What follows belongs to an exercise in optimizing a design on an open flow for small area, a short achievable clock period and few clock cycles per item; a production flow would make more cautious choices.
At most, simulation tests tie the RTL to the original design; equivalence was not proved.
The RTL of runs 5 and 6 was laid out without a check of its function.
No activity file was given, so power comes from the tool's default toggle rates.

File: design/flow/config.mk
export PLATFORM = sky130hd
export DESIGN_NAME = servo_pulse_pwm_two_channel
export DESIGN_NICKNAME = servo_pulse_pwm_two_channel
export VERILOG_FILES = /design/flow/design.v
export SDC_FILE = /design/flow/constraint.sdc
export NUM_CORES = 4
export LEC_CHECK = 0
export CAP_MARGIN = 20
export CORE_MARGIN = 2
export CORE_UTILIZATION = 40
export SETUP_SLACK_MARGIN = 4.3
export SLEW_MARGIN = 20
File: design/flow/design.v
package spp_pkg;
  localparam int US_W  = 12;
  localparam int VAL_W = 16;
  localparam int CNT_W = 16;
  localparam int IDX_W = 3;
  typedef enum logic [1:0] {
    CMD_TICK = 2'd0,
    CMD_AUTO = 2'd1,
    CMD_US   = 2'd2
  } cmd_t;
  typedef enum logic [1:0] {
    CH_A    = 2'd0,
    CH_B    = 2'd1,
    CH_BOTH = 2'd2
  } chan_t;
  localparam logic [IDX_W-1:0] REG_MIN_A = 3'd0;
  localparam logic [IDX_W-1:0] REG_MAX_A = 3'd1;
  localparam logic [IDX_W-1:0] REG_MIN_B = 3'd2;
  localparam logic [IDX_W-1:0] REG_MAX_B = 3'd3;
  localparam logic [IDX_W-1:0] REG_EN_A  = 3'd4;
  localparam logic [IDX_W-1:0] REG_EN_B  = 3'd5;
  localparam logic [US_W-1:0] MIN_RESET = 12'd544;
  localparam logic [US_W-1:0] MAX_RESET = 12'd2400;
  typedef struct packed {
    logic s2;
    logic s3;
  } stage_en_t;
  typedef struct packed {
    logic       load;
    logic [1:0] cmd;
    logic [1:0] channel;
  } upd_ctl_t;
endpackage
module servo_pulse_pwm_two_channel #(
  parameter int TICKS_PER_US = 16,
  parameter int MAX_ANGLE    = 180
) (
  input  logic         clk,
  input  logic         rst,
  input  logic         cfg_valid,
  output logic         cfg_ready,
  input  logic [2:0]   cfg_index,
  input  logic [11:0]  cfg_data,
  input  logic         item_valid,
  output logic         item_ready,
  input  logic [1:0]   item_cmd,
  input  logic [1:0]   item_channel,
  input  logic [15:0]  item_value,
  output logic         result_valid,
  input  logic         result_ready,
  output logic         result_pwm_a,
  output logic         result_pwm_b,
  output logic [15:0]  result_count
);
  logic [11:0] min_a, max_a, min_b, max_b;
  logic        enable_a, enable_b;
  logic [15:0] counter;
  logic [11:0] act_a, act_b;      
  logic        le_a, le_b;        
  logic [12:0] pend_a, pend_b;    
  logic        need_a, need_b;    
  logic        busy, cur;
  logic        bel, abv, angf, gtf, negf;
  logic [4:0]  step;
  logic [19:0] x;
  logic        t1, t2, t3;
  logic        hu;                
  logic        e1, e2;
  logic        irdy, rv;
  assign cfg_ready = 1'b1;
  always_ff @(posedge clk) begin
    if (rst) begin
      min_a    <= spp_pkg::MIN_RESET;
      max_a    <= spp_pkg::MAX_RESET;
      min_b    <= spp_pkg::MIN_RESET;
      max_b    <= spp_pkg::MAX_RESET;
      enable_a <= 1'b0;
      enable_b <= 1'b0;
    end else if (cfg_valid) begin
      case (cfg_index)
        spp_pkg::REG_MIN_A: min_a    <= cfg_data;
        spp_pkg::REG_MAX_A: max_a    <= cfg_data;
        spp_pkg::REG_MIN_B: min_b    <= cfg_data;
        spp_pkg::REG_MAX_B: max_b    <= cfg_data;
        spp_pkg::REG_EN_A:  enable_a <= cfg_data[0];
        spp_pkg::REG_EN_B:  enable_b <= cfg_data[0];
        default: ;
      endcase
    end
  end
  logic acc, take, is_tick, is_wr, wr_a, wr_b;
  logic [12:0] raw;
  assign acc     = item_valid && irdy;
  assign take    = rv && result_ready;
  assign is_tick = item_cmd == 2'd0;
  assign is_wr   = item_cmd == 2'd1 || item_cmd == 2'd2;
  assign wr_a    = acc && is_wr && (item_channel == 2'd0 || item_channel == 2'd2);
  assign wr_b    = acc && is_wr && (item_channel != 2'd0);
  assign raw     = {item_cmd == 2'd1, item_value[11:0] | {12{|item_value[15:12]}}};
  logic [11:0] lo, hi, v;
  logic        pauto;
  logic [11:0] q;
  logic [12:0] sum;
  logic [7:0]  acc_in;
  logic        mbit;
  logic [8:0]  macc;
  logic [6:0]  dt, dsub;
  logic        dge;
  logic        s_cmp, s_first, s_mul, s_fin;
  logic        qz, sfull, s_lo, s_hi, s_sum;
  logic [11:0] conv_w;
  assign lo    = cur ? min_b  : min_a;
  assign hi    = cur ? max_b  : max_a;
  assign v     = cur ? pend_b[11:0] : pend_a[11:0];
  assign pauto = cur ? pend_b[12]   : pend_a[12];
  assign q     = x[13:2];
  assign s_cmp   = busy && step == 5'd0;
  assign s_first = busy && step == 5'd1;
  assign s_mul   = step >= 5'd1 && step <= 5'd12;
  assign s_fin   = busy && step == 5'd25;
  always_comb begin
    sum      = {1'b0, lo} + {1'b0, s_cmp ? ~hi : q};
    acc_in   = (step == 5'd1 && !negf) ? 8'd0 : x[19:12];
    mbit     = x[0] ^ !negf;
    macc     = {1'b0, acc_in} + (mbit ? {1'b0, v[7:0]} : 9'd0);
    dt       = {x[19:14], x[13]};
    dge      = dt >= 7'd45;
    dsub     = dt - 7'd45;
    qz    = q == 12'd0;
    sfull = angf && gtf;
    if (s_fin) begin
      s_lo  = negf && !qz;
      s_hi  = negf && qz;
      s_sum = !negf;
    end else begin
      s_lo  = sfull ? negf : bel;
      s_hi  = sfull ? !negf : (!bel && abv);
      s_sum = 1'b0;
    end
    if (s_lo)       conv_w = lo;
    else if (s_hi)  conv_w = hi;
    else if (s_sum) conv_w = sum[11:0];
    else            conv_w = v;
  end
  logic        busy_n, cur_n, need_a_n, need_b_n;
  logic [12:0] pend_a_n, pend_b_n;
  logic        conv_wr;
  always_comb begin
    busy_n   = busy;
    cur_n    = cur;
    need_a_n = need_a;
    need_b_n = need_b;
    conv_wr  = 1'b0;
    if (!busy) begin
      if (need_a || need_b) begin
        busy_n = 1'b1;
        cur_n  = !need_a;
        if (need_a) need_a_n = 1'b0; else need_b_n = 1'b0;
      end
    end else if (s_fin || (s_first && !(angf && !gtf))) begin
      busy_n  = 1'b0;
      conv_wr = 1'b1;
    end
    pend_a_n = (conv_wr && !cur) ? {1'b0, conv_w} : pend_a;
    pend_b_n = (conv_wr &&  cur) ? {1'b0, conv_w} : pend_b;
    if (busy && (cur ? wr_b : wr_a)) busy_n = 1'b0;
    if (wr_a) begin
      pend_a_n = raw;
      need_a_n = 1'b1;
    end
    if (wr_b) begin
      pend_b_n = raw;
      need_b_n = 1'b1;
    end
  end
  always_ff @(posedge clk) begin
    if (rst) begin
      busy   <= 1'b0;
      need_a <= 1'b0;
      need_b <= 1'b0;
      pend_a <= '0;
      pend_b <= '0;
    end else begin
      busy   <= busy_n;
      need_a <= need_a_n;
      need_b <= need_b_n;
      pend_a <= pend_a_n;
      pend_b <= pend_b_n;
    end
  end
  always_ff @(posedge clk) begin
    cur  <= cur_n;
    step <= busy ? step + 5'd1 : 5'd0;
    if (s_cmp) begin
      bel  <= v < lo;
      abv  <= v > hi;
      angf <= pauto && (v < lo);
      gtf  <= v > 12'(MAX_ANGLE);
      negf <= sum[12];
      x    <= {v[7:0], sum[11:0]};
    end else if (s_mul) begin
      x <= {macc, x[11:1]};
    end else begin
      x <= {dge ? dsub[5:0] : dt[5:0], x[12:2], dge, x[1:0]};
    end
  end
  logic        t1_n, t2_n, t3_n, hu_n, e1_n, e2_n;
  logic        ap_raw, ap, wrap, nearwrap, busy_any, busy_any_n;
  assign busy_any   = busy | need_a | need_b;
  assign busy_any_n = busy_n | need_a_n | need_b_n;
  assign wrap       = counter == 16'hFFFF;
  assign nearwrap   = counter[15:3] == 13'h1FFF;
  always_comb begin
    if (take) begin
      t1_n = acc | t2;
      t2_n = acc ? t2 : t3;
      t3_n = 1'b0;
    end else begin
      t1_n = acc | t1;
      t2_n = acc ? t1 : t2;
      t3_n = acc ? t2 : t3;
    end
    if (take) ap_raw = t2 ? e1 : (acc & is_tick);
    else      ap_raw = t1 ? hu : (acc & is_tick);
    ap   = ap_raw & !(wrap & busy_any);
    hu_n = ap_raw & wrap & busy_any;
    if (take) e1_n = t3 ? e2 : is_tick;
    else      e1_n = (t1 & !t2) ? is_tick : e1;
    e2_n = (!take & t2 & !t3) ? is_tick : e2;
  end
  always_ff @(posedge clk) begin
    if (rst) begin
      t1      <= 1'b0;
      t2      <= 1'b0;
      t3      <= 1'b0;
      hu      <= 1'b0;
      e1      <= 1'b0;
      e2      <= 1'b0;
      irdy    <= 1'b1;
      rv      <= 1'b0;
      counter <= '0;
      act_a   <= '0;
      act_b   <= '0;
      le_a    <= 1'b1;
      le_b    <= 1'b1;
    end else begin
      t1   <= t1_n;
      t2   <= t2_n;
      t3   <= t3_n;
      hu   <= hu_n;
      e1   <= e1_n;
      e2   <= e2_n;
      irdy <= !t3_n && !(nearwrap && (hu_n || (t2_n && e1_n)));
      rv   <= t1_n && !hu_n && (t2_n || !busy_any_n);
      if (ap) begin
        counter <= counter + 16'd1;
        if (wrap) begin
          act_a <= pend_a[11:0];
          act_b <= pend_b[11:0];
          le_a  <= 1'b1;
          le_b  <= 1'b1;
        end else begin
          if (counter == {act_a, 4'b0000}) le_a <= 1'b0;
          if (counter == {act_b, 4'b0000}) le_b <= 1'b0;
        end
      end
    end
  end
  assign item_ready   = irdy;
  assign result_valid = rv;
  assign result_count = counter;
  assign result_pwm_a = enable_a && le_a;
  assign result_pwm_b = enable_b && le_b;
endmodule
File: design/flow/run.sh
#!/bin/bash
# synth_recipe.tcl (not shown) runs the flow's synth.tcl, then flattens the netlist and writes it again
# the make line also repeats each setting of config.mk as NAME=value (left out here)
make -C /OpenROAD-flow-scripts/flow DESIGN_CONFIG=/design/flow/config.mk WORK_HOME=/design/flow/orfs CLKGATE_MAP_FILE= SYNTH_SCRIPT=/design/flow/synth_recipe.tcl finish
File: design/flow/constraint.sdc
create_clock -name core_clock -period 7.0 [get_ports {clk}]
set_input_delay 1.4000 -clock core_clock [delete_from_list [all_inputs] [get_ports {clk}]]
set_output_delay 1.4000 -clock core_clock [all_outputs]
set_load 0.01 [all_outputs]
==> summary.md, run 1 <==
| Metric | Value |
|---|---|
| Tightest Pin Transition | 1110 ps |
| Placer Congestion | 0.979 |
| Starting Density | 0.407 |
| Die Y-Extent | 159 um |
| Hold Crit Class | flip-flop to flip-flop |
| Pwr Density | 258 nW/um^2 |
| Synth cell types | 78 |
| First-pass GRT wire length | 48500 um |
| Worst setup path startpoint | step[0]$_SDFF_PN0_ |
| Inserted Diodes | 0 |
| Final Setup Violations | 0 |
| CTS tree | built |
| Fin. Hold Viols | 0 |
| Status | finished clean |
| Leakage | 5.40 nW |
| Grt ovf | 0 |
| Final setup skew | 15.0 ps |
| Max-cap violations | 0 |
| Arr. time, crit path | 3740 ps |
| Worst Min Path Start | min_b[8]$_SDFFE_PP0P_ |
| Overall Global Routing Usage | 0.251 |
| Asr flop ratio synth | 0 |
| FF/Latch Area | 3340 sq um |
| DRT iter0 DRCs | 953 |
| Syn Nets | 1318 |
| Filler cells | 2085 |
| Largest net degree at the start of global routing | 101 |
| Most frequent cell after synthesis | nand2_1 |
| Post-DP HPWL | 20200 um |
| Critical path type | flip-flop to flip-flop |
| Syn Area/Cell | 7.81 sq um |
| Area delta synth->final | 35.8% |
| # nets final | 1446 |
| Post-synthesis sequential area ratio | 0.344 |
| EDFF count, synth | 8 |
| Post-synth top area share | 0.318 |
| Compound-Gate Fraction of Synth Area | 0.179 |
| Final setup TNS | 0 ps |
| R2R Path Start | step[0]$_SDFF_PN0_ |
| Mux cell area share after synthesis | 0.0553 |
| Clock transition at the registers of the reported paths | 70 ps |
| Synth Cell Area | 9550 sq um |
| Vias in the first global route | 8907 |
| Area of the multi-input gates | 6840 sq um |
| Core Area | 23500 sq um |
| Die width | 159 um |
| XOR/XNOR Fraction of Synth Area | 0.0550 |
| Wire per inst | 18.9 um |
| Worst setup SP type | flip-flop |
| Synth area leader | dfxtp_1 |
| Ys Warns | 1 |
| Via Count | 9425 |
| Critical Path End Type | flip-flop |
| Die area | 25100 sq um |
| Hold buffer count at CTS | 0 |
| Final Core Density | 0.553 |
| Drt total wl | 31900 um |
| Worst skew pair latency | 440 ps |
| Worst Path Required | 7350 ps |
| Layout cell share with drive strength beyond 1 | 0.272 |
| Fmax achieved | 295 MHz |
| Ys flop type | dfxtp_1 |
| Tmin final | 3390 ps |
| Num CTS Buffers | 17 |
| DR pass1 iterations | 6 |
| Slew HR | 0.259 |
| Row cnt | 56 |
| Final number of max-transition violations | 0 |
| Synth cell count leaders | 251 x nand2_1, 152 x dfxtp_1, 113 x a21oi_1, 103 x nor2_1 |
| Main combinational cell family by area after synthesis | simple AND/OR/NAND/NOR gates |
| Drt drc | 0 |
| Top post-synthesis cells by area | dfxtp_1 32%, nand2_1 9.9%, ha_1 6.8% |
| Mapped Cells | 1224 |
| Max FO, Critical Path | 7 |
| RSZ-0062 raised after global routing | yes |
| R2R Setup Slk | 3610 ps |
| Antenna violations before repair | 0 |
| Final Cycle Share | 0.484 |
| Top Ports | 61 |
| Peak VDD IR | 0.140 mV |
| Post-route ant nets | 0 |
| IO buf count | 59 |
| Clock Path Buffers | 2 |
| H-Tree Depth | 4 |
| Register bit total from synthesis | 160 |
| Adder-cell share of the synthesized area | 0.0723 |
| Clock Sinks | 160 |
| Root buffer cell | clkbuf_16 |
| Vias per std cell | 5.60 |
| Simple-gate portion of the synthesized area | 0.241 |
final cells by class:
class                   count  share of cell area
multi-input cells         953               0.527
flip-flops and latches    160               0.258
repair buffers            178               0.127
clock buffers              17              0.0328
well taps                 319              0.0308
inverters                  41              0.0135
clock inverters            14              0.0103
repair inverters            1            0.000386
state kept, by name (all words and copies together), names as in the netlist, 5 cells and up:
register  count
act_a        12
act_b        12
counter      16
max_a        12
max_b        12
min_a        12
min_b        12
pend_a       13
pend_b       13
step          5
x            20
placed cells by master (no fill, tap or decap), drive strengths merged, types with 20 or more instances in the layout:
cell           count
mux2i             31
ha                52
dlygate4sd2       20
clkbuf            21
clkdlybuf4s50     34
nand2            253
inv               45
buf              118
a21oi            114
nor2             103
xnor2             27
o21ai             53
dfxtp            152
xor2              33
nor3              33
nand3             43
cell families after synthesis:
kind of cell	count (synthesis)
compound gates	274
buf+inv	115
xor+xnor	60
simple gates	510
fa+ha+maj	54
mux	50
flops	160
other cells	1
stage by stage:
| stage | power [W] | cells | instance area, sq um | hold WS [ps] | worst slack (ps) |
|---|---|---|---|---|---|
| after CTS | 0.00314 | 1645 | 12400 | 454 | 3760 |
| after global placement | 0.00196 | 1540 | 10500 | 439 | 2940 |
| final | 0.00334 | 1683 | 13000 | 455 | 3610 |
| after floorplan | 0.00174 | 1224 | 9840 | 433 | 3800 |
| after detailed placement | 0.00196 | 1540 | 10500 | 445 | 2960 |
| after global routing | 0.00350 | 1683 | 13000 | 471 | 3540 |
worst paths after layout:
check,endpoint,depth (start not counted)
setup reg to reg,pend_a[7]$_SDFFE_PP0P_,15
hold / removal,min_b[8]$_SDFFE_PP0P_,2
setup / recovery,pend_a[7]$_SDFFE_PP0P_,15
hold reg to reg,min_b[8]$_SDFFE_PP0P_,2
routing by layer:
layer	wire length, um	vias to the layer above	track usage
met5	0	-	0
met4	1360	0	0.107
met3	1890	88	0.0555
met2	15100	363	0.416
met1	13600	4448	0.315
li1	-	4526	-
report_power, final:
part	internal [W]	switching, W
clock network	0.000494	0.000416
logic	0.000632	0.000695
registers	0.00101	0.0000994
worst max-delay path: stages (launching register included):
cell       delay (ps)
dfxtp_4           370
inv_2              60
ha_4              120
nand2_2            40
or3_4             390
buf_12            170
buf_12            150
o21ai_4           140
ha_4              190
o211ai_1          140
o211ai_1          330
nand2_2           170
xnor2_4           240
a2111oi_4         100
a2111o_1          430
a221oi_2          240
repair_timing:
item,in CTS,in global routing
endpoints found under the setup margin,116,96
resized for setup,191,78
pin swaps,76,72
cloned,7,0
setup buffers,67,38
Testbench counts, summed over its fixed seeds: cycles 1,049,202, items 1,048,576.
==> inputs of run 2 (changes only) <==
--- a/design/flow/design.v
+++ b/design/flow/design.v
@@ -107,7 +107,6 @@
   logic [6:0]  dt, dsub;
   logic        dge;
-  logic        s_cmp, s_first, s_mul, s_fin;
-  logic        qz, sfull, s_lo, s_hi, s_sum;
-  logic [11:0] conv_w;
+  logic        s_cmp, s_first, s_mul, s_add, s_fin;
+  logic [11:0] w_simple, w_angle;
   assign lo    = cur ? min_b  : min_a;
   assign hi    = cur ? max_b  : max_a;
@@ -118,7 +117,8 @@
   assign s_first = busy && step == 5'd1;
   assign s_mul   = step >= 5'd1 && step <= 5'd12;
-  assign s_fin   = busy && step == 5'd25;
+  assign s_add   = step == 5'd25;
+  assign s_fin   = busy && step == 5'd26;
   always_comb begin
-    sum      = {1'b0, lo} + {1'b0, s_cmp ? ~hi : q};
+    sum      = {1'b0, lo} + {1'b0, (step == 5'd0) ? ~hi : q};
     acc_in   = (step == 5'd1 && !negf) ? 8'd0 : x[19:12];
     mbit     = x[0] ^ !negf;
@@ -127,23 +127,14 @@
     dge      = dt >= 7'd45;
     dsub     = dt - 7'd45;
-    qz    = q == 12'd0;
-    sfull = angf && gtf;
-    if (s_fin) begin
-      s_lo  = negf && !qz;
-      s_hi  = negf && qz;
-      s_sum = !negf;
-    end else begin
-      s_lo  = sfull ? negf : bel;
-      s_hi  = sfull ? !negf : (!bel && abv);
-      s_sum = 1'b0;
-    end
-    if (s_lo)       conv_w = lo;
-    else if (s_hi)  conv_w = hi;
-    else if (s_sum) conv_w = sum[11:0];
-    else            conv_w = v;
+    if (angf && gtf) w_simple = negf ? lo : hi;
+    else if (bel)    w_simple = lo;
+    else if (abv)    w_simple = hi;
+    else             w_simple = v;
+    w_angle  = negf ? (x[12] ? hi : lo) : x[11:0];
   end
   logic        busy_n, cur_n, need_a_n, need_b_n;
   logic [12:0] pend_a_n, pend_b_n;
   logic        conv_wr;
+  logic [11:0] conv_w;
   always_comb begin
     busy_n   = busy;
@@ -152,4 +143,5 @@
     need_b_n = need_b;
     conv_wr  = 1'b0;
+    conv_w   = s_fin ? w_angle : w_simple;
     if (!busy) begin
       if (need_a || need_b) begin
@@ -201,4 +193,6 @@
     end else if (s_mul) begin
       x <= {macc, x[11:1]};
+    end else if (s_add) begin
+      x[12:0] <= {q == 12'd0, sum[11:0]};
     end else begin
       x <= {dge ? dsub[5:0] : dt[5:0], x[12:2], dge, x[1:0]};
--- a/design/flow/config.mk
+++ b/design/flow/config.mk
@@ -9,4 +9,4 @@
 export CORE_MARGIN = 2
 export CORE_UTILIZATION = 40
-export SETUP_SLACK_MARGIN = 4.3
+export SETUP_SLACK_MARGIN = 4.0
 export SLEW_MARGIN = 20
==> summary.md, run 2 <==
| Metric | Value |
|---|---|
| Post-synthesis sequential area ratio | 0.335 (was 0.344) |
| # nets final | 1325 (was 1446) |
| Area delta synth->final | 18.0% (was 35.8%) |
| Clock Sinks | 160 (unchanged) |
| DRT iter0 DRCs | 729 (was 953) |
| Wire per inst | 19.1 um (was 18.9 um) |
| CTS tree | built (unchanged) |
| DP Cell Count | 1508 (was 1540) |
| Synth area leader | dfxtp_1 (unchanged) |
| Root buffer cell | clkbuf_16 (unchanged) |
| Top Ports | 61 (unchanged) |
| H-Tree Depth | 4 (unchanged) |
| Leakage | 4.75 nW (was 5.40 nW) |
| Syn Nets | 1288 (was 1318) |
| Layout cell share with drive strength beyond 1 | 0.134 (was 0.272) |
| Top Registers | x (20), counter (16) (unchanged) |
| Final number of max-transition violations | 0 (unchanged) |
| Die area | 26300 sq um (was 25100 sq um) |
| Synth Cell Area | 10000 sq um (was 9550 sq um) |
| Minimum hold slack | 455 ps (about the same) |
| Post-synth top area share | 0.290 (was 0.318) |
| Worst Min Path Start | min_b[10]$_SDFFE_PP0P_ (was min_b[8]$_SDFFE_PP0P_) |
| Largest net degree at the start of global routing | 75 (was 101) |
| Top post-synthesis cells by area | dfxtp_1 29%, mux2i_1 7.1%, nand2_1 7.1% (was dfxtp_1 32%, nand2_1 9.9%, ha_1 6.8%) |
| Asr flop ratio synth | 0 (unchanged) |
| Pwr Density | 242 nW/um^2 (was 258 nW/um^2) |
| Worst setup path startpoint | result_ready (was step[0]$_SDFF_PN0_) |
| Max FO, Critical Path | 6 (was 7) |
| Starting Density | 0.409 (was 0.407) |
| Slowest library cell on the worst path | clkdlybuf4s50_1 (was a2111o_1) |
| Critical path type | input port to flip-flop (was flip-flop to flip-flop) |
| Drt total wl | 29900 um (was 31900 um) |
| Slew HR | 0.329 (was 0.259) |
| RSZ-0062 raised after global routing | yes (unchanged) |
| Core Area | 24500 sq um (was 23500 sq um) |
| Biggest register | x (unchanged) |
| Largest register FFs | 20 (unchanged) |
| Final Setup Violations | 0 (unchanged) |
| Register bit total from synthesis | 160 (unchanged) |
| Final setup skew | 8.74 ps (was 15.0 ps) |
| Worst hold path depth | 2 (unchanged) |
| EDFF count, synth | 15 (was 8) |
| Via Count | 8956 (was 9425) |
| Tmin final | 2980 ps (was 3390 ps) |
| Num CTS Buffers | 17 (unchanged) |
| Most frequent cell after synthesis | nand2_1 (unchanged) |
| Post-DP HPWL | 21000 um (was 20200 um) |
| Final Cycle Share | 0.426 (was 0.484) |
| Vias per std cell | 5.72 (was 5.60) |
| Grt ovf | 0 (unchanged) |
| Overall Global Routing Usage | 0.229 (was 0.251) |
| Post-route ant nets | 0 (unchanged) |
| Die width | 162 um (was 159 um) |
| Status | finished clean (unchanged) |
| Inserted Diodes | 0 (unchanged) |
| Synth cell count leaders | 188 x nand2_1, 145 x dfxtp_1, 111 x a21oi_1, 71 x mux2i_1, 65 x nor2_1 (was 251 x nand2_1, 152 x dfxtp_1, 113 x a21oi_1, 103 x nor2_1) |
| Synth cell types | 72 (was 78) |
| Vias in the first global route | 8497 (was 8907) |
| Row cnt | 57 (was 56) |
| Most common library cell in the layout ignoring fill and taps | nand2_1 (unchanged) |
| Power, Total | 0.00286 W (was 0.00334 W) |
| IO buf count | 59 (unchanged) |
| Syn Area/Cell | 8.38 sq um (was 7.81 sq um) |
| Worst r2r path cells | 13 (was 15) |
| Crit-path cells | clkdlybuf4s50_1 -> nand2_2 -> mux2i_4 -> a21oi_4 -> buf_4 -> nand4_1 -> buf_6 -> nand2_1 -> a21oi_1 (was inv_2 -> ha_4 -> nand2_2 -> or3_4 -> buf_12 -> buf_12 -> o21ai_4 -> ha_4 -> o211ai_1 -> o211ai_1 -> nand2_2 -> xnor2_4 -> a2111oi_4 -> a2111o_1 -> a221oi_2) |
| Worst Path Required | 7280 ps (was 7350 ps) |
| Final setup TNS | 0 ps (unchanged) |
| Ys Warns | 1 (unchanged) |
| Placer Congestion | 0.844 (was 0.979) |
| Hold buffer count at CTS | 0 (unchanged) |
| Critical Path End Type | flip-flop (unchanged) |
| Die Y-Extent | 162 um (was 159 um) |
| Worst setup SP type | input port (was flip-flop) |
| Finished Layout Cells | 1567 (was 1683) |
| Max-cap violations | 0 (unchanged) |
| First-pass GRT wire length | 47300 um (was 48500 um) |
| Mapped Cells | 1193 (was 1224) |
| R2R Path Start | step[1]$_SDFF_PN0_ (was step[0]$_SDFF_PN0_) |
| Hold Crit Class | flip-flop to flip-flop (unchanged) |
| Peak VDD IR | 0.146 mV (was 0.140 mV) |
| DR pass1 iterations | 5 (was 6) |
| Fin. Hold Viols | 0 (unchanged) |
| Fmax achieved | 335 MHz (was 295 MHz) |
| RR Endpoint | x[18]$_DFFE_PP_ (was pend_a[7]$_SDFFE_PP0P_) |
| Ys flop type | dfxtp_1 (unchanged) |
| Arr. time, crit path | 3260 ps (was 3740 ps) |
| Clock transition at the registers of the reported paths | 60 ps (was 70 ps) |
| Tightest Pin Transition | 1010 ps (was 1110 ps) |
| R2R Setup Slk | 4160 ps (was 3610 ps) |
| Worst skew pair latency | 440 ps (about the same) |
| Most frequent cells in the layout | 186 x nand2_1, 127 x dfxtp_1, 107 x a21oi_1 (was 236 x nand2_1, 131 x dfxtp_1, 99 x a21oi_1) |
| Clock Path Buffers | 2 (unchanged) |
| Worst Hold End | min_b[10]$_SDFFE_PP0P_ (was min_b[8]$_SDFFE_PP0P_) |
| Drt drc | 0 (unchanged) |
| Antenna violations before repair | 0 (unchanged) |
| Final Core Density | 0.482 (was 0.553) |
| Slowest stage delay, CP | 520 ps (was 430 ps) |
## run 2: cell count changes in the layout (fill, tap and decap cells not counted), moves of 20 or more
cell,change
a211oi_1,+39
buf_4,-68
clkdlybuf4s50_1,+24
dlygate4sd2_1,-20
mux2i_1,+37
nand2_1,-50
nor2_1,-25
nor2b_1,+20
nor3_1,+20
## run 2: worst max-delay path, delay by kind of cell
| kind | cells | cell delay [ps] |
|---|---|---|
| AO/OA/AOI/OAI | 2 | 290 |
| buffers and inverters | 3 | 950 |
| multiplexers | 1 | 220 |
| AND/OR/NAND/NOR | 3 | 400 |
## run 2: per-stage QoR
step	cell area [sq um]	setup WS, ps
2_1_floorplan	10000	4040
3_3_place_gp	10700	2720
3_5_place_dp	10700	2640
4_1_cts	11500	3970
5_1_grt	11800	3940
6_report	11800	4020
## run 2: report_power, final
| group | internal [W] | switching (W) |
|---|---|---|
| registers | 0.00102 | 0.000120 |
| clock network | 0.000540 | 0.000428 |
| logic | 0.000351 | 0.000395 |
## run 2: cell families after synthesis
family          after synthesis  synth area share
mux                         103             0.120
buf+inv                     115            0.0496
xor+xnor                     54            0.0473
compound gates              261             0.163
flops                       160             0.335
simple gates                444             0.214
other cells                   1          0.000375
fa+ha+maj                    55            0.0703
## run 2: per-layer routing
layer,part of all wire,track usage
met5,0,0
met4,0.021,0.0660
met3,0.063,0.0434
met2,0.45,0.359
met1,0.46,0.322
## run 2: how the worst max path moves through the flow
stage | endpoint | slack, ps | depth (start not counted)
after global placement | act_a[9]$_SDFFE_PP0P_ | 2720 | 8
final | act_b[0]$_SDFFE_PP0P_ | 4020 | 9
after floorplan | x[19]$_DFFE_PP_ | 4040 | 11
after detailed placement | act_a[10]$_SDFFE_PP0P_ | 2640 | 7
after CTS | rv$_SDFF_PP0_ | 3970 | 8
after global routing | angf$_DFFE_PP_ | 3940 | 11
## run 2: layout make-up
| class | instances | area (sq um) |
|---|---|---|
| timing repair buffer | 93 | 891 |
| clock buffer | 18 | 429 |
| sequential | 160 | 3380 |
| clock inverter | 14 | 170 |
| tap | 324 | 405 |
| multi-input combinational | 921 | 6390 |
| inverter | 37 | 139 |
| fill | 2365 | 12700 |
## run 2: timing repair
action                     in CTS  in global routing
gates cloned                    1                  3
setup endpoints to repair      67                 58
gates resized for setup        32                 53
buffers inserted               14                  8
pin swaps                       2                 11
Testbench counts of run 2, summed over its fixed seeds: cycles 1,049,224, items 1,048,576.
==> inputs of run 3 (changes only) <==
--- a/design/flow/config.mk
+++ b/design/flow/config.mk
@@ -9,4 +9,4 @@
 export CORE_MARGIN = 2
 export CORE_UTILIZATION = 40
-export SETUP_SLACK_MARGIN = 4.0
+export SETUP_SLACK_MARGIN = 4.4
 export SLEW_MARGIN = 20
==> summary.md, run 3 <==
| Metric | Value |
|---|---|
| Largest register FFs | 20 (unchanged) |
| Share of total power in sequential cells | 0.383 (was 0.401) |
| Clock Path Buffers | 2 (unchanged) |
| Clk pwr share | 0.307 (was 0.338) |
| Fin. Hold Viols | 0 (unchanged) |
| Final setup skew | 8.54 ps (was 8.74 ps) |
| Comb power frac | 0.310 (was 0.261) |
| Via Count | 9305 (was 8956) |
| Area of the multi-input gates | 7100 sq um (was 6390 sq um) |
| Fmax achieved | 355 MHz (was 335 MHz) |
| DR pass1 iterations | 7 (was 5) |
| CP bufs+invs | 4 (was 3) |
| Register bit total from synthesis | 160 (unchanged) |
| Post-synthesis sequential area ratio | 0.335 (unchanged) |
| Synth cell count leaders | 188 x nand2_1, 145 x dfxtp_1, 111 x a21oi_1, 71 x mux2i_1, 65 x nor2_1 (unchanged) |
| Largest net degree at the start of global routing | 72 (was 75) |
| Clock transition at the registers of the reported paths | 70 ps (was 60 ps) |
| FF/Latch Area | 3410 sq um (was 3380 sq um) |
| Slowest library cell on the worst path | o41ai_2 (was clkdlybuf4s50_1) |
| Synth Cell Area | 10000 sq um (unchanged) |
| Crit-path cells | buf_6 -> ha_4 -> nor4b_4 -> and2_4 -> buf_6 -> buf_6 -> buf_4 -> nor2b_1 -> ha_1 -> o21a_1 -> o41ai_2 -> xor2_1 -> a221oi_1 (was clkdlybuf4s50_1 -> nand2_2 -> mux2i_4 -> a21oi_4 -> buf_4 -> nand4_1 -> buf_6 -> nand2_1 -> a21oi_1) |
| Most frequent cells in the layout | 185 x nand2_1, 122 x dfxtp_1, 100 x a21oi_1 (was 186 x nand2_1, 127 x dfxtp_1, 107 x a21oi_1) |
| Die Y-Extent | 162 um (unchanged) |
| Most frequent cell after synthesis | nand2_1 (unchanged) |
| Compound-Gate Fraction of Synth Area | 0.163 (unchanged) |
| Post-DP HPWL | 20800 um (was 21000 um) |
| Critical path type | flip-flop to flip-flop (was input port to flip-flop) |
| Peak VDD IR | 0.129 mV (was 0.146 mV) |
| Final setup TNS | 0 ps (unchanged) |
| Syn Nets | 1288 (unchanged) |
| Row cnt | 57 (unchanged) |
| Slowest stage delay, CP | 420 ps (was 520 ps) |
| Placer Congestion | 0.867 (was 0.844) |
| Top post-synthesis cells by area | dfxtp_1 29%, mux2i_1 7.1%, nand2_1 7.1% (unchanged) |
| Die area | 26300 sq um (unchanged) |
| Power, Total | 0.00300 W (was 0.00286 W) |
| Final Setup Violations | 0 (unchanged) |
| Core Area | 24500 sq um (unchanged) |
| Overall Global Routing Usage | 0.241 (was 0.229) |
| Post-route ant nets | 0 (unchanged) |
| Clock Sinks | 160 (unchanged) |
| Synth area leader | dfxtp_1 (unchanged) |
| Asr flop ratio synth | 0 (unchanged) |
| Tightest Pin Transition | 973 ps (was 1010 ps) |
| Root buffer cell | clkbuf_16 (unchanged) |
| Drt total wl | 32100 um (was 29900 um) |
| # nets final | 1374 (was 1325) |
| Dpl cell area | 10900 sq um (was 10700 sq um) |
| Psw | 0.00104 W (was 0.000943 W) |
| Leakage | 5.13 nW (was 4.75 nW) |
| CTS tree | built (unchanged) |
| Area delta synth->final | 30.3% (was 18.0%) |
| Sw Ratio | 0.347 (was 0.330) |
| Pwr Density | 230 nW/um^2 (was 242 nW/um^2) |
| Post-synth top area share | 0.290 (unchanged) |
| Tmin final | 2820 ps (was 2980 ps) |
| Top cell by count, worst path | buf_6 |
| Synth cell types | 72 (unchanged) |
| Int Pwr | 0.00196 W (was 0.00192 W) |
| Mux cell area share after synthesis | 0.120 (unchanged) |
| Layout cell share with drive strength beyond 1 | 0.244 (was 0.134) |
| Filler cells | 2216 (was 2365) |
| Slew HR | 0.351 (was 0.329) |
| Vias in the first global route | 8704 (was 8497) |
| Final Core Density | 0.532 (was 0.482) |
| Max FO, Critical Path | 4 (was 6) |
| Hold buffer count at CTS | 0 (unchanged) |
| Max-cap violations | 0 (unchanged) |
| Critical Path End Type | flip-flop (unchanged) |
| Simple-gate portion of the synthesized area | 0.214 (unchanged) |
| Top Ports | 61 (unchanged) |
| Cell family with most CP delay | compound AO/OA/AOI/OAI gates (was buffers and inverters) |
| XOR/XNOR Fraction of Synth Area | 0.0473 (unchanged) |
| IO buf count | 59 (unchanged) |
| Final number of max-transition violations | 0 (unchanged) |
| Top Registers | x (20), counter (16) (unchanged) |
| Ys Warns | 1 (unchanged) |
| First-pass GRT wire length | 49500 um (was 47300 um) |
| Vias per std cell | 5.76 (was 5.72) |
| DRT iter0 DRCs | 830 (was 729) |
| Worst setup SP type | flip-flop (was input port) |
| Final Instance Area | 13000 sq um (was 11800 sq um) |
| Wire per inst | 19.9 um (was 19.1 um) |
| Drt drc | 0 (unchanged) |
| Inserted Diodes | 0 (unchanged) |
| Adder-cell share of the synthesized area | 0.0703 (unchanged) |
| Hold Crit Class | flip-flop to flip-flop (unchanged) |
| Arr. time, crit path | 2990 ps (was 3260 ps) |
| Syn Area/Cell | 8.38 sq um (unchanged) |
| Grt ovf | 0 (unchanged) |
| Die width | 162 um (unchanged) |
| RSZ-0062 raised after global routing | yes (unchanged) |
| Antenna violations before repair | 0 (unchanged) |
| Num CTS Buffers | 17 (unchanged) |
| Main combinational cell family by area after synthesis | simple AND/OR/NAND/NOR gates (unchanged) |
| Worst skew pair latency | 440 ps (about the same) |
| Final Cycle Share | 0.403 (was 0.426) |
| Ys flop type | dfxtp_1 (unchanged) |
| Most common library cell in the layout ignoring fill and taps | nand2_1 (unchanged) |
| Biggest register | x (unchanged) |
| Worst Path Required | 7170 ps (was 7280 ps) |
| Starting Density | 0.409 (unchanged) |
| EDFF count, synth | 15 (unchanged) |
| Mapped Cells | 1193 (unchanged) |
| H-Tree Depth | 4 (unchanged) |
| Status | finished clean (unchanged) |
==> run 3: cell counts after synthesis <==
No cell type changed its count.
==> run 3: cell families after synthesis <==
| logic type | Yosys count |
|---|---|
| flops | 160 |
| fa+ha+maj | 55 |
| buf+inv | 115 |
| simple gates | 444 |
| mux | 103 |
| compound gates | 261 |
| xor+xnor | 54 |
| other cells | 1 |
==> run 3: tightest hold or removal path, stage by stage (launching register included) <==
cell	delay [ps]
dfxtp_1	310
nand2_1	50
a21oi_1	50
==> run 3: worst paths after layout <==
kind	startpoint	end	slack [ps]	cells past startpoint
worst min-delay path	max_b[0]$_SDFFE_PP0P_	max_b[0]$_SDFFE_PP0P_	460	2
worst max register to register	step[0]$_SDFF_PN0_	x[18]$_DFFE_PP_	4180	13
worst max-delay path	step[0]$_SDFF_PN0_	x[18]$_DFFE_PP_	4180	13
worst min register to register	max_b[0]$_SDFFE_PP0P_	max_b[0]$_SDFFE_PP0P_	460	2
==> run 3: metrics by stage <==
stage          setup WS (ps)  cells  hold WS, ps
2_1_floorplan           4320   1193          433
3_3_place_gp            2900   1505          441
3_5_place_dp            2830   1505          445
4_1_cts                 4220   1592          459
5_1_grt                 4090   1616          487
6_report                4180   1616          463
==> run 3: layer usage <==
layer  share of wire  global-route usage  vias to the layer above  wire (um)
li1                -                   -                     4459          -
met1            0.47               0.352                     4448      15100
met2            0.45               0.366                      346      14300
met3           0.064              0.0396                       52       2040
met4           0.019              0.0716                        0        625
met5               0                   0                        -          0
==> run 3: timing repair <==
action / 4_1_cts / 5_1_grt
setup buffers: 48 / 23
cloned: 7 / 1
setup endpoints to repair: 129 / 70
pin swaps: 40 / 49
resized for setup: 196 / 46
==> run 3: final cells by class <==
class                      count  share of cell area
clock inverter                13             0.00961
timing repair buffer         140               0.105
sequential                   160               0.262
inverter                      37              0.0127
tap                          324              0.0311
clock buffer                  19              0.0340
multi-input combinational    923               0.545
==> run 3: power by group through the flow <==
| stage | Clock (W) | Combinational [W] | Sequential, W |
|---|---|---|---|
| floorplan | 0 | 0.000561 | 0.00111 |
| global placement | 0 | 0.000705 | 0.00116 |
| detailed placement | 0 | 0.000713 | 0.00116 |
| CTS | 0.000931 | 0.000821 | 0.00114 |
| global route | 0.000978 | 0.00101 | 0.00116 |
| finish | 0.000922 | 0.000931 | 0.00115 |
==> inputs of run 4 (changes only) <==
==> design/flow/flow/run.sh (new file) <==
#!/bin/bash
# Layout flow: the standard flow (standard.sh, unchanged synthesis and
# steps), with the port buffers inserted as sky130_fd_sc_hd__buf_2 cells
# instead of the default buffer cell that buffer_ports picks.
# Logs in the run folder: standard.log (everything standard.sh runs prints;
# ORFS keeps each tool's own log under orfs/logs/).
set -o pipefail
cp standard.sh standard_sh_copy.txt
export BUFFER_PORTS_ARGS="-buffer_cell sky130_fd_sc_hd__buf_2"
bash standard.sh > standard.log 2>&1
==> design/flow/standard.sh (new file) <==
#!/bin/bash
# synth_recipe.tcl (not shown) runs the flow's synth.tcl, then flattens the netlist and writes it again
# the make line also repeats each setting of config.mk as NAME=value (left out here)
make -C /OpenROAD-flow-scripts/flow DESIGN_CONFIG=/design/flow/config.mk WORK_HOME=/design/flow/orfs CLKGATE_MAP_FILE= SYNTH_SCRIPT=/design/flow/synth_recipe.tcl "${@:-finish}"
--- a/design/flow/config.mk
+++ b/design/flow/config.mk
@@ -9,4 +9,4 @@
 export CORE_MARGIN = 2
 export CORE_UTILIZATION = 40
-export SETUP_SLACK_MARGIN = 4.4
+export SETUP_SLACK_MARGIN = 4.0
 export SLEW_MARGIN = 20
removed: design/flow/run.sh
==> summary.md, run 4 <==
| Metric | Value |
|---|---|
| Worst setup path startpoint | cur$_DFFE_PP_ (was step[0]$_SDFF_PN0_) |
| Grt ovf | 0 (unchanged) |
| DP Cell Count | 1505 (unchanged) |
| Tmin final | 2940 ps (was 2820 ps) |
| DR pass1 iterations | 6 (was 7) |
| Post-synthesis sequential area ratio | 0.335 (unchanged) |
| Clock Sinks | 160 (unchanged) |
| Area delta synth->final | 14.0% (was 30.3%) |
| Most frequent cell after synthesis | nand2_1 (unchanged) |
| Fin. Hold Viols | 0 (unchanged) |
| Ys Warns | 1 (unchanged) |
| Overall Global Routing Usage | 0.224 (was 0.241) |
| Dpl cell area | 10400 sq um (was 10900 sq um) |
| First-pass GRT wire length | 46500 um (was 49500 um) |
| Largest net degree at the start of global routing | 89 (was 72) |
| RSZ-0062 raised after global routing | yes (unchanged) |
| Top Ports | 61 (unchanged) |
| Post-route ant nets | 0 (unchanged) |
| Final Setup Violations | 0 (unchanged) |
| Most common library cell in the layout ignoring fill and taps | nand2_1 (unchanged) |
| Final number of max-transition violations | 0 (unchanged) |
| Mapped Cells | 1193 (unchanged) |
| H-Tree Depth | 4 (unchanged) |
| Synth cell types | 72 (unchanged) |
| # nets final | 1313 (was 1374) |
| Slowest stage delay, CP | 390 ps (was 420 ps) |
| Num CTS Buffers | 17 (unchanged) |
| Post-synth top area share | 0.290 (unchanged) |
| Inserted Diodes | 0 (unchanged) |
| Hold Crit Class | flip-flop to flip-flop (unchanged) |
| IO buf count | 59 (unchanged) |
| Critical Path End Type | flip-flop (unchanged) |
| Slowest library cell on the worst path | edfxtp_1 (was o41ai_2) |
| Slew HR | 0.297 (was 0.351) |
| Root buffer cell | clkbuf_16 (unchanged) |
| Cell family with most CP delay | compound AO/OA/AOI/OAI gates (unchanged) |
| Filler cells | 2384 (was 2216) |
| Row cnt | 57 (unchanged) |
| Layout cell share with drive strength beyond 1 | 0.153 (was 0.244) |
| Die Y-Extent | 162 um (unchanged) |
| Drt drc | 0 (unchanged) |
| Max-cap violations | 0 (unchanged) |
| Finished Layout Cells | 1554 (was 1616) |
| EDFF count, synth | 15 (unchanged) |
| Core Area | 24500 sq um (unchanged) |
| Top post-synthesis cells by area | dfxtp_1 29%, mux2i_1 7.1%, nand2_1 7.1% (unchanged) |
| Tightest Pin Transition | 1050 ps (was 973 ps) |
| Final Instance Area | 11400 sq um (was 13000 sq um) |
| Die area | 26300 sq um (unchanged) |
| Biggest register | x (unchanged) |
| Clock Path Buffers | 2 (unchanged) |
| Syn Area/Cell | 8.38 sq um (unchanged) |
| Peak VDD IR | 0.143 mV (was 0.129 mV) |
| Worst setup SP type | flip-flop (unchanged) |
| Power, Total | 0.00286 W (was 0.00300 W) |
| Status | finished clean (unchanged) |
| Critical path type | flip-flop to flip-flop (unchanged) |
| Via Count | 8887 (was 9305) |
| Final Cycle Share | 0.421 (was 0.403) |
| CTS tree | built (unchanged) |
| Syn Nets | 1288 (unchanged) |
| Worst Min Path Start | min_b[8]$_SDFFE_PP0P_ (was max_b[0]$_SDFFE_PP0P_) |
| Die width | 162 um (unchanged) |
| Asr flop ratio synth | 0 (unchanged) |
| Starting Density | 0.409 (unchanged) |
| Ys flop type | dfxtp_1 (unchanged) |
| Synth cell count leaders | 188 x nand2_1, 145 x dfxtp_1, 111 x a21oi_1, 71 x mux2i_1, 65 x nor2_1 (unchanged) |
| Clock transition at the registers of the reported paths | 60 ps (was 70 ps) |
| Wire per inst | 19.1 um (was 19.9 um) |
| Hold buffer count at CTS | 0 (unchanged) |
| Worst skew pair latency | 430 ps (was 440 ps) |
| Pwr Density | 251 nW/um^2 (was 230 nW/um^2) |
| R2R Path Start | cur$_DFFE_PP_ (was step[0]$_SDFF_PN0_) |
| Antenna violations before repair | 1 (was 0) |
| Vias in the first global route | 8383 (was 8704) |
| Top Registers | x (20), counter (16) (unchanged) |
| CP bufs+invs | 1 (was 4) |
| Post-DP HPWL | 20800 um (about the same) |
| Final setup skew | 9.61 ps (was 8.54 ps) |
| Placer Congestion | 0.871 (was 0.867) |
| Worst Path Required | 7150 ps (was 7170 ps) |
| Synth Cell Area | 10000 sq um (unchanged) |
| Register bit total from synthesis | 160 (unchanged) |
| Largest register FFs | 20 (unchanged) |
| Vias per std cell | 5.72 (was 5.76) |
| Crit-path cells | buf_12 -> mux2i_2 -> nor2_1 -> ha_1 -> a211oi_2 -> nor2_1 -> o21a_1 -> o41ai_2 -> xor2_1 -> a221oi_2 (was buf_6 -> ha_4 -> nor4b_4 -> and2_4 -> buf_6 -> buf_6 -> buf_4 -> nor2b_1 -> ha_1 -> o21a_1 -> o41ai_2 -> xor2_1 -> a221oi_1) |
| Fmax achieved | 340 MHz (was 355 MHz) |
| Drt total wl | 29700 um (was 32100 um) |
| Leakage | 4.77 nW (was 5.13 nW) |
| Top cell by count, worst path | nor2_1 (was buf_6) |
| Arr. time, crit path | 3100 ps (was 2990 ps) |
| DRT iter0 DRCs | 731 (was 830) |
| Most frequent cells in the layout | 188 x nand2_1, 142 x dfxtp_1, 106 x a21oi_1 (was 185 x nand2_1, 122 x dfxtp_1, 100 x a21oi_1) |
| Final setup TNS | 0 ps (unchanged) |
| Max FO, Critical Path | 14 (was 4) |
| Synth area leader | dfxtp_1 (unchanged) |
run 4: power by group:
| group | leakage, nW | switching (W) | total, W | internal, W |
|---|---|---|---|---|
| clock network | 0.299 | 0.000397 | 0.000983 | 0.000587 |
| logic | 3.14 | 0.000377 | 0.000708 | 0.000331 |
| registers | 1.33 | 0.000140 | 0.00117 | 0.00102 |
| total | 4.77 | 0.000914 | 0.00286 | 0.00194 |
run 4: stage by stage:
stage / worst slack (ps) / hold WS (ps) / util
after floorplan: 4040 / 433 / -
after global routing: 3860 / 470 / 0.466
after CTS: 4010 / 455 / 0.457
after global placement: 3040 / 441 / 0.425
after detailed placement: 2940 / 447 / 0.425
final: 4060 / 455 / 0.466
run 4: cell type report:
class / instances / area (sq um) / share of cell area
Inverter: 37 / 139 / 0.0122
Timing Repair Buffer: 83 / 557 / 0.0489
Clock inverter: 10 / 150 / 0.0132
Multi-Input combinational cell: 919 / 6320 / 0.555
Sequential cell: 160 / 3360 / 0.295
Tap cell: 324 / 405 / 0.0356
Clock buffer: 21 / 462 / 0.0405
run 4: metal layers:
metal	wire length (um)	track usage	up-vias	share of wire
met5	0	0	-	0
met4	482	0.0503	0	0.016
met3	1640	0.0347	39	0.055
met2	13600	0.359	296	0.46
met1	13900	0.320	4246	0.47
li1	-	-	4306	-
run 4: what timing repair did:
action	CTS	global route
endpoints found under the setup margin	49	38
gates cloned	3	0
setup buffers	6	8
pin swaps	2	9
gates resized for setup	15	35
run 4: logic make-up (layout without fill, tap and decap cells):
| group | count (synthesis) | in the layout | synth area share |
|---|---|---|---|
| adder cells (fa/ha/maj) | 55 | 55 | 0.0703 |
| flip-flops | 160 | 160 | 0.335 |
| AO/OA/AOI/OAI | 261 | 261 | 0.163 |
| other | 1 | 1 | 0.000375 |
| XOR/XNOR | 54 | 54 | 0.0473 |
| multiplexers | 103 | 103 | 0.120 |
| buffers and inverters | 115 | 151 | 0.0496 |
| AND/OR/NAND/NOR | 444 | 445 | 0.214 |
run 4: path summary, 6_finish.rpt:
kind	slack, ps	cells past startpoint	end
max	4060	10	x[18]$_DFFE_PP_
min	460	2	min_b[8]$_SDFFE_PP0P_
max reg2reg	4060	10	x[18]$_DFFE_PP_
min reg2reg	460	2	min_b[8]$_SDFFE_PP0P_
run 4: worst register-to-register path, stage by stage (launching register included):
cell and delay, ps:
edfxtp_1 390, buf_12 200, mux2i_2 370, nor2_1 160, ha_1 350, a211oi_2 230, nor2_1 100, o21a_1 220
o41ai_2 350, xor2_1 210, a221oi_2 80
==> inputs of run 5 (changes only) <==
--- a/design/flow/design.v
+++ b/design/flow/design.v
@@ -64,5 +64,5 @@
   logic [4:0]  step;
   logic [19:0] x;
-  logic        t1, t2, t3;
+  logic [1:0]  n;
   logic        hu;                
   logic        e1, e2;
@@ -199,33 +199,31 @@
     end
   end
-  logic        t1_n, t2_n, t3_n, hu_n, e1_n, e2_n;
-  logic        ap_raw, ap, wrap, nearwrap, busy_any, busy_any_n;
-  assign busy_any   = busy | need_a | need_b;
-  assign busy_any_n = busy_n | need_a_n | need_b_n;
-  assign wrap       = counter == 16'hFFFF;
-  assign nearwrap   = counter[15:3] == 13'h1FFF;
+  logic [1:0]  n1, n2;
+  logic        hu1, e11, hu2, e12, e22;
+  logic        ap, wrap, busy_any;
+  logic [15:0] cnt_next;
+  assign busy_any = busy | need_a | need_b;
   always_comb begin
-    if (take) begin
-      t1_n = acc | t2;
-      t2_n = acc ? t2 : t3;
-      t3_n = 1'b0;
-    end else begin
-      t1_n = acc | t1;
-      t2_n = acc ? t1 : t2;
-      t3_n = acc ? t2 : t3;
-    end
-    if (take) ap_raw = t2 ? e1 : (acc & is_tick);
-    else      ap_raw = t1 ? hu : (acc & is_tick);
-    ap   = ap_raw & !(wrap & busy_any);
-    hu_n = ap_raw & wrap & busy_any;
-    if (take) e1_n = t3 ? e2 : is_tick;
-    else      e1_n = (t1 & !t2) ? is_tick : e1;
-    e2_n = (!take & t2 & !t3) ? is_tick : e2;
+    n1  = n - {1'b0, take};
+    hu1 = take ? e1 : hu;
+    e11 = take ? e2 : e1;
+    hu2 = hu1;
+    e12 = e11;
+    e22 = e2;
+    if (acc) begin
+      case (n1)
+        2'd0:    hu2 = is_tick;
+        2'd1:    e12 = is_tick;
+        default: e22 = is_tick;
+      endcase
+    end
+    n2   = n1 + {1'b0, acc};
+    wrap = counter == 16'hFFFF;
+    ap   = (n2 != 2'd0) && hu2 && !(wrap && busy_any);
+    cnt_next = ap ? counter + 16'd1 : counter;
   end
   always_ff @(posedge clk) begin
     if (rst) begin
-      t1      <= 1'b0;
-      t2      <= 1'b0;
-      t3      <= 1'b0;
+      n       <= '0;
       hu      <= 1'b0;
       e1      <= 1'b0;
@@ -239,14 +237,15 @@
       le_b    <= 1'b1;
     end else begin
-      t1   <= t1_n;
-      t2   <= t2_n;
-      t3   <= t3_n;
-      hu   <= hu_n;
-      e1   <= e1_n;
-      e2   <= e2_n;
-      irdy <= !t3_n && !(nearwrap && (hu_n || (t2_n && e1_n)));
-      rv   <= t1_n && !hu_n && (t2_n || !busy_any_n);
+      n    <= n2;
+      hu   <= hu2 && !ap;
+      e1   <= e12;
+      e2   <= e22;
+      irdy <= (n2 != 2'd3) &&
+              !((cnt_next[15:2] == 14'h3FFF) &&
+                (((n2 != 2'd0) && hu2 && !ap) || (n2[1] && e12)));
+      rv   <= (n2 != 2'd0) && !(hu2 && !ap) &&
+              (n2[1] || !(busy_n || need_a_n || need_b_n));
+      counter <= cnt_next;
       if (ap) begin
-        counter <= counter + 16'd1;
         if (wrap) begin
           act_a <= pend_a[11:0];
==> design/flow/run.sh (new file) <==
#!/bin/bash
# synth_recipe.tcl (not shown) runs the flow's synth.tcl, then flattens the netlist and writes it again
# the make line also repeats each setting of config.mk as NAME=value (left out here)
make -C /OpenROAD-flow-scripts/flow DESIGN_CONFIG=/design/flow/config.mk WORK_HOME=/design/flow/orfs CLKGATE_MAP_FILE= SYNTH_SCRIPT=/design/flow/synth_recipe.tcl finish
--- a/design/flow/config.mk
+++ b/design/flow/config.mk
@@ -9,4 +9,3 @@
 export CORE_MARGIN = 2
 export CORE_UTILIZATION = 40
-export SETUP_SLACK_MARGIN = 4.0
 export SLEW_MARGIN = 20
removed: design/flow/flow/run.sh
removed: design/flow/standard.sh
==> summary.md, run 5 <==
| Metric | Value |
|---|---|
| Status | finished clean (unchanged) |
| Crit-path cells | clkdlybuf4s50_1 -> nand2_1 -> inv_1 -> ha_1 -> inv_1 -> ha_1 -> xnor2_2 -> o221ai_2 -> nor3_1 -> nand2b_1 -> mux2i_1 -> nor2_1 (was buf_12 -> mux2i_2 -> nor2_1 -> ha_1 -> a211oi_2 -> nor2_1 -> o21a_1 -> o41ai_2 -> xor2_1 -> a221oi_2) |
| Peak VDD IR | 0.149 mV (was 0.143 mV) |
| Slew HR | 0.295 (was 0.297) |
| R2R Path Start | cur$_DFFE_PP_ (unchanged) |
| Area delta synth->final | 14.0% (about the same) |
| DRT iter0 DRCs | 657 (was 731) |
| Die Y-Extent | 161 um (was 162 um) |
| Post-cts gate resize count | 0 (was 15) |
| Tightest Pin Transition | 1060 ps (was 1050 ps) |
| Tmin final | 4440 ps (was 2940 ps) |
| R2R Setup Slk | 2740 ps (was 4060 ps) |
| Placer Congestion | 0.899 (was 0.871) |
| Hold buffer count at CTS | 0 (unchanged) |
| Top Ports | 61 (unchanged) |
| DR pass1 iterations | 7 (was 6) |
| Post-DP HPWL | 20000 um (was 20800 um) |
| Most frequent cell after synthesis | nand2_1 (unchanged) |
| Pre-CTS setup slack | 2140 ps (was 2940 ps) |
| Largest register FFs | 20 (unchanged) |
| Hold Crit Class | flip-flop to flip-flop (unchanged) |
| Mapped Cells | 1201 (was 1193) |
| Vias per std cell | 5.61 (was 5.72) |
| Via Count | 8690 (was 8887) |
| Post-route ant nets | 0 (unchanged) |
| Fmax achieved | 225 MHz (was 340 MHz) |
| Worst r2r path cells | 11 (was 10) |
| Worst skew pair latency | 440 ps (was 430 ps) |
| Worst hold path depth | 2 (unchanged) |
| Worst Path Required | 7290 ps (was 7150 ps) |
| Worst path depth | 12 (was 10) |
| Cell family with most CP delay | simple AND/OR/NAND/NOR gates (was compound AO/OA/AOI/OAI gates) |
| Wire per inst | 17.8 um (was 19.1 um) |
| Grt ovf | 0 (unchanged) |
| Worst Hold End | max_b[2]$_SDFFE_PP0P_ (was min_b[8]$_SDFFE_PP0P_) |
| RSZ-0062 raised after global routing | no (was yes) |
| Top post-synthesis cells by area | dfxtp_1 29%, nand2_1 7.8%, mux2i_1 7.4% (was dfxtp_1 29%, mux2i_1 7.1%, nand2_1 7.1%) |
| EDFF count, synth | 15 (unchanged) |
| Critical Path End Type | flip-flop (unchanged) |
| Largest net degree at the start of global routing | 83 (was 89) |
| Overall Global Routing Usage | 0.213 (was 0.224) |
| Final setup TNS | 0 ps (unchanged) |
| Ys Warns | 1 (unchanged) |
| Fin. Hold Viols | 0 (unchanged) |
| # nets final | 1310 (was 1313) |
| Top Registers | x (20), counter (16) (unchanged) |
| Clock Path Buffers | 2 (unchanged) |
| Drt total wl | 27700 um (was 29700 um) |
| Syn Nets | 1298 (was 1288) |
| Slowest library cell on the worst path | nand2b_1 (was edfxtp_1) |
| Die area | 25800 sq um (was 26300 sq um) |
| Register bit total from synthesis | 159 (was 160) |
| Max-cap violations | 0 (unchanged) |
| Layout cell share with drive strength beyond 1 | 0.0636 (was 0.153) |
| Most frequent cells in the layout | 205 x nand2_1, 144 x dfxtp_1, 104 x a21oi_1 (was 188 x nand2_1, 142 x dfxtp_1, 106 x a21oi_1) |
| Synth cell count leaders | 205 x nand2_1, 144 x dfxtp_1, 104 x a21oi_1, 84 x nor2_1, 73 x mux2i_1 (was 188 x nand2_1, 145 x dfxtp_1, 111 x a21oi_1, 71 x mux2i_1, 65 x nor2_1) |
| First-pass GRT wire length | 44100 um (was 46500 um) |
| Clock transition at the registers of the reported paths | 70 ps (was 60 ps) |
| Arr. time, crit path | 4730 ps (was 3100 ps) |
| Clock Sinks | 159 (was 160) |
| Syn Area/Cell | 8.18 sq um (was 8.38 sq um) |
| CP bufs+invs | 3 (was 1) |
| Synth area leader | dfxtp_1 (unchanged) |
| Ys flop type | dfxtp_1 (unchanged) |
| Root buffer cell | clkbuf_16 (unchanged) |
| Final Setup Violations | 0 (unchanged) |
| Critical path type | input port to flip-flop (was flip-flop to flip-flop) |
| Worst Min Path Start | max_b[2]$_SDFFE_PP0P_ (was min_b[8]$_SDFFE_PP0P_) |
| Post-synthesis sequential area ratio | 0.339 (was 0.335) |
| Most common library cell in the layout ignoring fill and taps | nand2_1 (unchanged) |
| RR Endpoint | negf$_DFFE_PP_ (was x[18]$_DFFE_PP_) |
| Final Core Density | 0.462 (was 0.466) |
| Pwr Density | 282 nW/um^2 (was 251 nW/um^2) |
| Setup bufs post-CTS | 0 (was 6) |
| Num CTS Buffers | 17 (unchanged) |
| Die width | 161 um (was 162 um) |
| H-Tree Depth | 4 (unchanged) |
| Row cnt | 57 (unchanged) |
| Antenna violations before repair | 0 (was 1) |
| Vias in the first global route | 7990 (was 8383) |
| Leakage | 4.49 nW (was 4.77 nW) |
| Filler cells | 2426 (was 2384) |
| Max FO, Critical Path | 24 (was 14) |
| Asr flop ratio synth | 0 (unchanged) |
| CTS tree | built (unchanged) |
| Final setup skew | 13.4 ps (was 9.61 ps) |
| Final Cycle Share | 0.634 (was 0.421) |
| Starting Density | 0.405 (was 0.409) |
| Synth cell types | 74 (was 72) |
| Final number of max-transition violations | 0 (unchanged) |
| Final setup margin | 2560 ps (was 4060 ps) |
| Slowest stage delay, CP | 680 ps (was 390 ps) |
| Core Area | 24200 sq um (was 24500 sq um) |
| Synth Cell Area | 9830 sq um (was 10000 sq um) |
| Post-synth top area share | 0.293 (was 0.290) |
| Biggest register | x (unchanged) |
| IO buf count | 59 (unchanged) |
| Worst setup SP type | input port (was flip-flop) |
| Inserted Diodes | 0 (unchanged) |
| Drt drc | 0 (unchanged) |
-- run 5: cell types whose count changed after synthesis, moves of 14 or more --
cell      previous run  this run
xnor2_1              9        46
nand2_1            188       205
a211oi_1            45        18
nor2_1              65        84
nor2b_1             31        17
xor2_1              45        15
-- run 5: cell families (layout without fill, tap and decap cells) --
group / Yosys count / in the layout / share of synthesized area
other: 1 / 1 / 0.000382
XOR/XNOR: 63 / 63 / 0.0577
buffers and inverters: 116 / 141 / 0.0502
multiplexers: 94 / 94 / 0.0984
flip-flops: 159 / 159 / 0.339
AO/OA/AOI/OAI: 255 / 255 / 0.165
adder cells (fa/ha/maj): 57 / 57 / 0.0741
AND/OR/NAND/NOR: 456 / 456 / 0.215
-- run 5: how the worst max path moves through the flow --
stage | start | to
finish | result_ready | act_b[1]$_SDFFE_PP0P_
global route | result_ready | act_b[4]$_SDFFE_PP0P_
CTS | result_ready | act_b[1]$_SDFFE_PP0P_
detailed placement | result_ready | act_b[1]$_SDFFE_PP0P_
global placement | result_ready | act_b[1]$_SDFFE_PP0P_
floorplan | step[0]$_SDFF_PN0_ | negf$_DFFE_PP_
-- run 5: power breakdown --
part	switching (W)	total (W)	internal, W
logic	0.000527	0.000940	0.000413
clock network	0.000413	0.00102	0.000605
registers	0.000150	0.00120	0.00105
total	0.00109	0.00315	0.00206
-- run 5: worst reg2reg max path, cell delays in order (launching register included) --
cell       delay, ps
edfxtp_1         340
buf_4            540
mux2i_1          730
inv_1            190
fa_1             500
a21o_1           170
a21o_1           210
a211o_1          300
a21oi_1          180
o21ai_0          210
a2111oi_0        480
nor3_1           140
-- run 5: area by class of cell --
type / count / area, sq um / share of cell area
clock inverter: 14 / 204 / 0.0182
sequential: 159 / 3330 / 0.298
tap: 324 / 405 / 0.0362
multi-input combinational: 926 / 6020 / 0.537
clock buffer: 18 / 429 / 0.0383
timing repair buffer: 69 / 663 / 0.0592
inverter: 40 / 150 / 0.0134
-- run 5: routing by layer --
| layer | global-route usage | vias up | wire length [um] | part of all wire |
|---|---|---|---|---|
| met5 | 0 | - | 0 | 0 |
| met4 | 0.0800 | 0 | 743 | 0.027 |
| met3 | 0.0333 | 48 | 1320 | 0.048 |
| met2 | 0.335 | 254 | 12500 | 0.45 |
| met1 | 0.297 | 4102 | 13100 | 0.47 |
| li1 | - | 4286 | - | - |
-- run 5: stage by stage --
step / area, sq um / hold WS (ps) / std cells / total power [W]
2_1_floorplan: 9830 / 424 / 1201 / 0.00188
3_3_place_gp: 10600 / 441 / 1518 / 0.00212
3_5_place_dp: 10600 / 448 / 1518 / 0.00213
4_1_cts: 11200 / 457 / 1550 / 0.00315
5_1_grt: 11200 / 473 / 1550 / 0.00333
6_report: 11200 / 451 / 1550 / 0.00315
==> inputs of run 6 (changes only) <==
--- a/design/flow/config.mk
+++ b/design/flow/config.mk
@@ -9,3 +9,4 @@
 export CORE_MARGIN = 2
 export CORE_UTILIZATION = 40
+export SETUP_SLACK_MARGIN = 4.2
 export SLEW_MARGIN = 20
==> summary.md, run 6 <==
| Metric | Value |
|---|---|
| Status | finished clean (unchanged) |
| Slew HR | 0.348 (was 0.295) |
| Post-synth top area share | 0.293 (unchanged) |
| Max FO, Critical Path | 16 (was 24) |
| Clock Sinks | 159 (unchanged) |
| Sw Ratio | 0.363 (was 0.346) |
| Simple-gate portion of the synthesized area | 0.215 (unchanged) |
| Critical Path End Type | flip-flop (unchanged) |
| EDFF count, synth | 15 (unchanged) |
| Tmin final | 3210 ps (was 4440 ps) |
| Largest net degree at the start of global routing | 73 (was 83) |
| Dpl cell area | 10800 sq um (was 10600 sq um) |
| Vias in the first global route | 8508 (was 7990) |
| Synth area leader | dfxtp_1 (unchanged) |
| Drt total wl | 30300 um (was 27700 um) |
| Inserted Diodes | 0 (unchanged) |
| Synth cell types | 74 (unchanged) |
| Placer Congestion | 0.901 (was 0.899) |
| Critical path type | flip-flop to flip-flop (was input port to flip-flop) |
| IO buf count | 59 (unchanged) |
| Final Instance Area | 13000 sq um (was 11200 sq um) |
| Clock Path Buffers | 2 (unchanged) |
| Pre-CTS setup slack | 2490 ps (was 2140 ps) |
| Wire per inst | 18.7 um (was 17.8 um) |
| H-Tree Depth | 4 (unchanged) |
| Max-cap violations | 0 (unchanged) |
| Final number of max-transition violations | 0 (unchanged) |
| Post-route ant nets | 0 (unchanged) |
| Final setup skew | 10.4 ps (was 13.4 ps) |
| Worst setup SP type | flip-flop (was input port) |
| Comb power frac | 0.393 (was 0.298) |
| XOR/XNOR Fraction of Synth Area | 0.0577 (unchanged) |
| DR pass1 iterations | 5 (was 7) |
| Layout cell share with drive strength beyond 1 | 0.246 (was 0.0636) |
| Pwr Density | 274 nW/um^2 (was 282 nW/um^2) |
| Final Setup Violations | 0 (unchanged) |
| First-pass GRT wire length | 47300 um (was 44100 um) |
| Tightest Pin Transition | 972 ps (was 1060 ps) |
| Area delta synth->final | 31.9% (was 14.0%) |
| Hold buffer count at CTS | 0 (unchanged) |
| Asr flop ratio synth | 0 (unchanged) |
| Core Area | 24200 sq um (unchanged) |
| Fin. Hold Viols | 0 (unchanged) |
| Die Y-Extent | 161 um (unchanged) |
| Die area | 25800 sq um (unchanged) |
| # nets final | 1381 (was 1310) |
| Mux cell area share after synthesis | 0.0984 (unchanged) |
| Fmax achieved | 312 MHz (was 225 MHz) |
| Final Cycle Share | 0.459 (was 0.634) |
| Mapped Cells | 1201 (unchanged) |
| Post-synthesis sequential area ratio | 0.339 (unchanged) |
| RSZ-0062 raised after global routing | yes (was no) |
| Adder-cell share of the synthesized area | 0.0741 (unchanged) |
| Peak VDD IR | 0.166 mV (was 0.149 mV) |
| Largest register FFs | 20 (unchanged) |
| Grt ovf | 0 (unchanged) |
| Leakage | 5.17 nW (was 4.49 nW) |
| Final setup margin | 3790 ps (was 2560 ps) |
| Antenna violations before repair | 0 (unchanged) |
| Num CTS Buffers | 17 (unchanged) |
| Arr. time, crit path | 3380 ps (was 4730 ps) |
| DRT iter0 DRCs | 772 (was 657) |
| CTS tree | built (unchanged) |
| FF/Latch Area | 3400 sq um (was 3330 sq um) |
| Register bit total from synthesis | 159 (unchanged) |
| Root buffer cell | clkbuf_16 (unchanged) |
| Worst Path Required | 7170 ps (was 7290 ps) |
| Overall Global Routing Usage | 0.229 (was 0.213) |
| Syn Area/Cell | 8.18 sq um (unchanged) |
| Compound-Gate Fraction of Synth Area | 0.165 (unchanged) |
| Main combinational cell family by area after synthesis | simple AND/OR/NAND/NOR gates (unchanged) |
==> run 6: cell type report <==
class	count	area share
inverter	40	0.0120
sequential	159	0.263
tap	324	0.0313
clock buffer	21	0.0363
timing repair buffer	136	0.106
multi-input combinational	930	0.543
clock inverter	11	0.00926
==> run 6: final timing paths <==
path | startpoint | endpoint | slack [ps] | depth (start not counted)
max | cur$_DFFE_PP_ | negf$_DFFE_PP_ | 3790 | 12
max reg2reg | cur$_DFFE_PP_ | negf$_DFFE_PP_ | 3790 | 12
min reg2reg | max_a[4]$_SDFFE_PP0P_ | max_a[4]$_SDFFE_PP0P_ | 460 | 2
min | max_a[4]$_SDFFE_PP0P_ | max_a[4]$_SDFFE_PP0P_ | 460 | 2
==> run 6: through the flow <==
| step | utilization | hold slack, ps | instances |
|---|---|---|---|
| finish | 0.535 | 460 | 1621 |
| global route | 0.535 | 470 | 1621 |
| CTS | 0.508 | 456 | 1587 |
| detailed placement | 0.445 | 447 | 1519 |
| global placement | 0.445 | 441 | 1518 |
| floorplan | - | 424 | 1201 |
==> run 6: worst max-delay path: stages, from the launching register on <==
cell and delay, ps:
edfxtp_1 450, buf_4 180, buf_12 150, mux2i_4 210, mux2_4 300, fa_2 350
a21o_1 180, a21o_1 170, a211o_1 280, a21oi_2 180, o21ai_2 100, a2111oi_2 310
nor3_1 90
==> run 6: metal layers <==
layer	vias to the layer above	global-route usage	wire length [um]
li1	4439	-	-
met1	4395	0.313	13600
met2	272	0.365	14100
met3	50	0.0431	1760
met4	0	0.0767	740
met5	-	0	0
==> run 6: repair_timing <==
| action | in CTS | in global routing |
|---|---|---|
| resized for setup | 189 | 86 |
| pin swaps | 61 | 38 |
| setup buffers | 27 | 33 |
| setup endpoints to repair | 97 | 92 |
| cloned | 9 | 1 |
==> run 6: power by group through the flow <==
stage / Sequential, W / Clock, W / Combinational, W
finish: 0.00121 / 0.000951 / 0.00140
floorplan: 0.00114 / 0 / 0.000804
CTS: 0.00120 / 0.000962 / 0.00121
global route: 0.00122 / 0.00100 / 0.00151
global placement: 0.00121 / 0 / 0.000985
detailed placement: 0.00121 / 0 / 0.00100
==> run 6: cells by family (layout without fill, tap and decap cells) <==
kind of cell             count (synthesis)  in the layout
adder cells (fa/ha/maj)                 57             57
multiplexers                            94             94
XOR/XNOR                                63             63
AND/OR/NAND/NOR                        456            459
flip-flops                             159            159
other                                    1              1
buffers and inverters                  116            208
AO/OA/AOI/OAI                          255            256

==> port drivers added, routing unchanged <==
No port has a modelled driver above. Below, the same layouts with a new extraction and two added sets of constraints. Step 1, drivers: a clkbuf_16 drives clk and a buf_2 each remaining input, both assumed. Step 2, shift: input delay + t, output delay - t, t = (earliest + latest rising clock arrival at the registers) / 2. This alone moves slack from input paths to output paths. a / b / c = no drivers / after step 1 / after step 2; a / b = the first two.
run | t, ns | slack for setup (ns) | worst setup path after step 2
run 1 | 0.483 | 3.611 / 3.611 / 3.611 | register to register
run 2 | 0.484 | 4.018 / 3.997 / 3.559 | input to register
run 3 | 0.487 | 4.181 / 4.181 / 3.966 | input to register
run 4 | 0.477 | 4.056 / 4.056 / 3.773 | input to register
run 5 | 0.475 | 2.564 / 2.586 / 2.111 | input to register
run 6 | 0.474 | 3.790 / 3.790 / 3.428 | input to register
After both steps setup and hold are still met in every run listed. The setup slack of run 2, which loses most, moves by -0.021 ns with the drivers and by -0.459 ns with both steps.
